Background: an optimization exercise with open tools, aiming at small area, a short achievable clock period and few clock cycles. Do not read the settings as production practice.
The RTL was checked by simulation tests, not by an equivalence proof against the original design.
Power and IR drop assume default switching activity.

v6:
==> flow/design.v (excerpt) <==
module window_mac5_acc #(
  parameter int WORD_WIDTH = window_mac5_acc_pkg::DEF_WORD_WIDTH,
  parameter int FRAC_BITS  = window_mac5_acc_pkg::DEF_FRAC_BITS,
  parameter int CNT_WIDTH  = 8
) (
  input  logic                  clk,
  input  logic                  rst,
  input  logic                  w_load,
  input  logic [2:0]            w_idx,
  input  logic [WORD_WIDTH-1:0] w_data,
  input  logic                  start,
  input  logic [CNT_WIDTH-1:0]  acc_len,
  input  logic                  in_valid,
  input  logic [WORD_WIDTH-1:0] data_in_0,
  input  logic [WORD_WIDTH-1:0] data_in_1,
  input  logic [WORD_WIDTH-1:0] data_in_2,
  input  logic [WORD_WIDTH-1:0] data_in_3,
  input  logic [WORD_WIDTH-1:0] data_in_4,
  output logic                  busy,
  output logic                  out_valid,
  output logic [WORD_WIDTH-1:0] out_data
);
Size in the first run: roughly 420 flip-flops, roughly 130 I/O pins, roughly 0.027 mm^2 of cells after synthesis.
Settings: LEC_CHECK=0, CAP_MARGIN=20, CORE_MARGIN=2, CORE_UTILIZATION=40, SETUP_SLACK_MARGIN=4.0, SLEW_MARGIN=20; clock period 7.5 ns.
run.sh (not shown) runs the stock make flow with config.mk's settings and CLKGATE_MAP_FILE= SYNTH_SCRIPT=/design/flow/synth_recipe.tcl, a recipe that flattens the netlist after the stock synthesis.
The flow did not stop early for v6: all stages ran, and the layout cleared the timing, DRC and antenna checks.
Testbench counts of v6, summed over its fixed seeds: cycles 17,141.
The following lists how v7 was set up differently from v6:
- SETUP_SLACK_MARGIN changed from 4.0 to 0.3
--- outcome ---
- All of v7 and v6 finish clean.
- Sort v7 and v6 by met3 layer wire length in the routed design, ascending, and v7 comes first.
- v7: clock share of power is 1.8 points higher than what v6 reported.
- Compared with v6, in v7 power after layout dropped 110 uW; biggest fanout along the worst timing path rose 8; transition time at the pin with the least slew margin climbed 0.16 ns; setup slack fell by 0.71 ns; fmax has decreased.
- Re via count: v6 was higher than v7.
- Compared to v6, the routing of v7 uses less wire.
- v7 gives less layout cell share with drive strength beyond 1 than v6 did.
- Final cell count in v7 is 0.53% below v6.

Setup of v14:
Another version of the RTL of window_mac5_acc (not shown whole).
For scale: about 420 flip-flops, ~130 I/O pins, ~25000 um^2 of cells after synthesis.
export LEC_CHECK = 0
export CAP_MARGIN = 20
export CORE_MARGIN = 2
export CORE_UTILIZATION = 40
export CTS_CLUSTER_DIAMETER = 100
export CTS_CLUSTER_SIZE = 22
export SETUP_SLACK_MARGIN = 4.8
export SLEW_MARGIN = 20
create_clock -name core_clock -period 7.5 [get_ports {clk}]
standard.sh (not shown) runs the stock make flow with config.mk's settings and CLKGATE_MAP_FILE= SYNTH_SCRIPT=/design/flow/synth_recipe.tcl, a recipe that flattens the netlist after the stock synthesis.
==> flow/flow/run.sh <==
#!/bin/bash
set -euo pipefail
export BUFFER_PORTS_ARGS="-buffer_cell sky130_fd_sc_hd__buf_2"
bash standard.sh finish > standard.log 2>&1
v14: no failed stages, no open violations at the end
Testbench counts of v14, summed over its fixed seeds: cycles 17,141.
For v18, these inputs were changed with respect to v14:
Settings: SETUP_SLACK_MARGIN: 4.8 -> 4.4.
From v14 to v18 the numbers moved as follows: final cell count without fillers went down 27; initial antenna violation count went down by 1. The core of v18 is less densely filled than that of v14.
Inputs modified between v18 and v42:
Settings: swapping 4.4 for 4.6 in SETUP_SLACK_MARGIN; clearing CTS_CLUSTER_SIZE, which used to be 22; clearing CTS_CLUSTER_DIAMETER, which used to be 100.
==> results.txt <==
The total power number comes out higher for v42 vs v18.
| critical path depth | higher: v42 |
Peak clock frequency supported by timing for v42 is higher than for v18.
Compared with v18, v42 shows a higher worst setup slack.
After detailed routing, v18 needs less wire than v42.
For the design area, v42 came in 1200 um^2 higher than v18 did.

window_mac5_acc again, from the RTL that the note above started with.
clock: 7.5 ns
lec_check: 0
abc_area: 1
cap_margin: 20
core_margin: 2
core_utilization: 40
cts_cluster_diameter: 100
cts_cluster_size: 22
setup_slack_margin: 4.4
slew_margin: 20
Scripts as last shown in full above: flow/flow/run.sh
Testbench counts at the start, summed over its fixed seeds: cycles 17,141.
Next try:
--- a/flow/config.mk
+++ b/flow/config.mk
@@ -8,2 +8 @@
-export ABC_AREA = 1
-export CAP_MARGIN = 20
+export CAP_MARGIN = 5
@@ -14,2 +13,2 @@
-export SETUP_SLACK_MARGIN = 4.4
-export SLEW_MARGIN = 20
+export SETUP_SLACK_MARGIN = 4.8
+export SLEW_MARGIN = 5
Effect: Synthesized area is lower by a few percent; first-iteration DRC count came out higher by about a fifth; sequential share of layout area went up by 0.84 points; total power came out lower by a few percent; worst hold slack improved by 27 ps; clock-buffer cell count rose by 1; final area went down slightly; core utilization went up by 1.6 points.
Next try:
--- a/flow/config.mk
+++ b/flow/config.mk
@@ -8 +8 @@
-export CAP_MARGIN = 5
+export CAP_MARGIN = 20
@@ -13,2 +13,2 @@
-export SETUP_SLACK_MARGIN = 4.8
-export SLEW_MARGIN = 5
+export SETUP_SLACK_MARGIN = 4.6
+export SLEW_MARGIN = 20
After rerunning: Final area came out lower by 1.2%; die area does not change; sequential power stays flat; synthesized area stays the same; setup slack got worse by 99 ps; via count falls by 0.73%; register-to-register slack gets worse by 99 ps; global-route usage shrinks by 0.23 points; first-iteration DRC count goes down by 9.2%.

Another version of the RTL of window_mac5_acc (not shown whole).
Size: about 2500 cells after synthesis, ~410 flip-flops, ~130 I/O pins, about 25000 um2 of cells after synthesis.
Settings: LEC_CHECK=0, CAP_MARGIN=20, CORE_MARGIN=2, CORE_UTILIZATION=40, SETUP_SLACK_MARGIN=4.2, SLEW_MARGIN=20, TNS_END_PERCENT=20; clock period 7.5 ns.
Scripts as last shown in full above: flow/flow/run.sh
Testbench counts at the start, summed over its fixed seeds: cycles 17,141.
==> next run, changes <==
Settings changed: CTS_CLUSTER_DIAMETER from default to 120, CTS_CLUSTER_SIZE from default to 30, TNS_END_PERCENT 20 to default.
Maximum frequency climbs slightly. Critical path depth stays the same. Non-clock buffer count rises by 1. Setup slack improves by 0.024 ns. Design area falls by a few percent. Via count went down slightly. Power falls by about a fifth. Clock skew stays flat. Sequential power is about the same. Die area stays the same.

==> port drivers added, routing unchanged <==
Ports are ideal in the flow. The routed layouts listed here were re-timed in OpenROAD.
Step 1 (the two cells are an assumption about what drives the block):
set clk [get_ports {clk}]
set_driving_cell -lib_cell sky130_fd_sc_hd__clkbuf_16 $clk
set_driving_cell -lib_cell sky130_fd_sc_hd__buf_2 [delete_from_list [all_inputs] $clk]
Step 2 moves the port delays by t, midway between the first and last clock arrival at a register: inputs arrive t later, outputs are due t later. That takes back most of the time a late clock gives input paths.
Three values: ideal ports, drivers, drivers and shift; two values: the first two.
run	shift t [ns]	slack for setup (ns)	worst setup path at the end	slew at the worst register clock pin (ns)	worst data-port slew with drivers (ns)
v6	0.633	4.012 / 4.012 / 3.601	input to register	0.07 / 0.07	0.07
v7	0.638	3.306 / 3.306 / 2.989	input to register	0.06 / 0.06	0.05
v14	0.624	4.628 / 4.628 / 4.207	input to register	0.10 / 0.10	0.08
v18	0.623	4.462 / 4.462 / 3.973	input to register	0.10 / 0.10	0.07
v42	0.651	4.578 / 4.578 / 4.041	input to register	0.06 / 0.06	0.10
the first run of note 3	0.623	4.483 / 4.483 / 4.000	input to register	0.10 / 0.10	0.07
the second run of note 3	0.624	4.628 / 4.628 / 4.207	input to register	0.10 / 0.10	0.08
the third run of note 3	0.641	4.529 / 4.529 / 4.071	input to register	0.10 / 0.10	0.09
the first run of note 4	0.629	4.279 / 4.279 / 3.774	input to register	0.07 / 0.07	0.06
the second run of note 4	0.605	4.302 / 4.302 / 3.797	input to register	0.12 / 0.12	0.09
After both steps setup and hold are still met in every run listed. The setup slack of v42, which loses most, moves by 0.000 ns with the drivers and by -0.537 ns with both steps.
